Context: an optimization exercise on an open-source flow, tuned for small area. The choices shown serve that exercise and are no tape-out recipe. Only simulation tests tie the RTL to the original design; equivalence was not proved. Power is estimated from default activity; no workload was simulated.

## build 44
==> flow/design.v (excerpt) <==
module frame_dec_top #(
    parameter logic [31:0] SYNC_WORD = 32'h1234_807F,
    parameter int          K_HASHES  = 5
) (
    input  logic        USER_CLK,
    input  logic        SYSTEM_RESET,
    input  logic        cs_i,
    input  logic [31:0] rx_data_i,
    output logic        synched_o,
    output logic        busy_o,
    output logic [7:0]  byte_o,
    output logic        byte_valid_o,
    output logic [31:0] frame_count_o
);
Size in the first run: roughly 570 cells after synthesis, ~110 flip-flops.
make LEC_CHECK=0 CAP_MARGIN=20 CORE_MARGIN=2 CORE_UTILIZATION=55 CTS_BUF_LIST=sky130_fd_sc_hd__clkbuf_8 CTS_CLUSTER_DIAMETER=100 CTS_CLUSTER_SIZE=30 PLACE_DENSITY=0.75 SLEW_MARGIN=20 finish   # period 8.0 ns
run.sh (not shown) runs the stock make flow with config.mk's settings and CLKGATE_MAP_FILE= SYNTH_SCRIPT=/design/flow/synth_recipe.tcl, a recipe that flattens the netlist after the stock synthesis.
Build 44 | stages: all done | timing, DRC, antenna: all pass
Here is what was changed in the inputs of build 96 compared with build 44.
# build 44
export LEC_CHECK = 0
export CAP_MARGIN = 20
export CORE_MARGIN = 2
export CORE_UTILIZATION = 55
export CTS_BUF_LIST = sky130_fd_sc_hd__clkbuf_8
export CTS_CLUSTER_DIAMETER = 100
export CTS_CLUSTER_SIZE = 30
export PLACE_DENSITY = 0.75
export SLEW_MARGIN = 20
create_clock -name core_clock -period 8.0 [get_ports {USER_CLK}]
# build 96
export LEC_CHECK = 0
export CAP_MARGIN = 20
export CORE_MARGIN = 2
export CORE_UTILIZATION = 55
export PLACE_DENSITY = 0.75
export SLEW_MARGIN = 20
create_clock -name core_clock -period 8.0 [get_ports {USER_CLK}]
==> flow/flow/run.sh (new file) <==
#!/bin/bash
# Standard layout with two changes: the smallest buffer cell on the port
# buffers, and a clock tree of a few clkbuf_8 cells without dummy loads
set -euo pipefail
export BUFFER_PORTS_ARGS="-buffer_cell sky130_fd_sc_hd__buf_1"
export CTS_ARGS="-sink_clustering_enable -repair_clock_nets -dont_use_dummy_load -buf_list sky130_fd_sc_hd__clkbuf_8 -sink_clustering_size 30 -sink_clustering_max_diameter 100"
bash standard.sh > flow_standard.log 2>&1
==> flow/standard.sh (new file) <==
#!/bin/bash
# synth_recipe.tcl (not shown) runs the flow's synth.tcl, then flattens the netlist and writes it again
# the make line also repeats each setting of config.mk as NAME=value (left out here)
make -C /OpenROAD-flow-scripts/flow DESIGN_CONFIG=/design/flow/config.mk WORK_HOME=/design/flow/orfs CLKGATE_MAP_FILE= SYNTH_SCRIPT=/design/flow/synth_recipe.tcl "${@:-finish}"
removed: flow/run.sh
--- outcome ---
Summary of build 96 over build 44: sequential share of layout area has increased, insertion delay to the later sink of the worst-skew pair has decreased, detailed-route wire length on metal 1 has increased. Lower register-to-register slack goes to build 96 over build 44. Sequential power share ended up 4.2 points higher on build 96 than on build 44. Compared with build 44, in build 96 clock group share of total power decreased 3.6 points, cell area shrank by about 7.5%, power per cell area went up about 1%. Build 96 ran to completion and came out clean on the timing, design-rule and antenna checks. First-pass GRT wire length (build 96 over build 44): increase, 3.5%. Top fanout value on the critical path came out exactly the same in build 44 and build 96. Diff build 44..build 96 | worst hold slack | negligible.
What build 28 does differently from build 96 at the input level:
# build 96
export LEC_CHECK = 0
export CAP_MARGIN = 20
export CORE_MARGIN = 2
export CORE_UTILIZATION = 55
export PLACE_DENSITY = 0.75
export SLEW_MARGIN = 20
create_clock -name core_clock -period 8.0 [get_ports {USER_CLK}]
# build 28
export LEC_CHECK = 0
export CAP_MARGIN = 0
export CORE_MARGIN = 2
export CORE_UTILIZATION = 45
export PLACE_DENSITY = 0.65
export SLEW_MARGIN = 0
create_clock -name core_clock -period 8.0 [get_ports {USER_CLK}]
==> flow/flow/run.sh <==
#!/bin/bash
# Standard layout with two changes: the smallest buffer cell on the port
# buffers, and a clock tree of clkbuf_16 leaves without dummy loads
set -euo pipefail
export BUFFER_PORTS_ARGS="-buffer_cell sky130_fd_sc_hd__buf_1"
export CTS_ARGS="-sink_clustering_enable -repair_clock_nets -dont_use_dummy_load -buf_list sky130_fd_sc_hd__clkbuf_16 -sink_clustering_size 40 -sink_clustering_max_diameter 300"
bash standard.sh > flow_standard.log 2>&1
Notes after the runs:
Looking at build 28 and build 96, the final wirelength is a wash.
Compared with build 96, build 28 shows a lower sequential share of layout area.
The run showing the greater worst slack at placement is build 28.
From build 96 to build 28 the numbers moved as follows: max-slew headroom at the worst pin moved down; total placed instance area moved up; global-route usage moved down.
Routed via count: lower on build 96

[what the ideal ports hide]
The flow's constraints put no driver on any port. The routed layouts listed below were extracted and timed again, unchanged, in two steps. Step 1: set_driving_cell puts a clkbuf_16 on USER_CLK and a buf_2 on each other input, an assumption about the parent block. Step 2, shift: input delay + t, output delay - t, t = (earliest + latest rising clock arrival at the registers) / 2. This alone moves slack from input paths to output paths. Three values: no drivers, after step 1, after step 2; two values: the first two.
| run | t, ns | setup slack, ns | worst hold slack (ns) | worst data-port slew with drivers (ns) | cell pins on the clock port's net |
|---|---|---|---|---|---|
| build 44 | 0.428 | 0.452 / 0.459 / 0.031 | 0.481 / 0.481 / 0.481 | 0.03 | 1 |
| build 96 | 0.406 | 0.445 / 0.459 / 0.052 | 0.478 / 0.478 / 0.478 | 0.03 | 1 |
| build 28 | 0.390 | 0.473 / 0.489 / 0.099 | 0.471 / 0.471 / 0.471 | 0.03 | 1 |
After both steps every run listed still meets setup and hold. The setup slack of build 44, which loses most, moves by +0.007 ns with the drivers and by -0.421 ns with both steps.
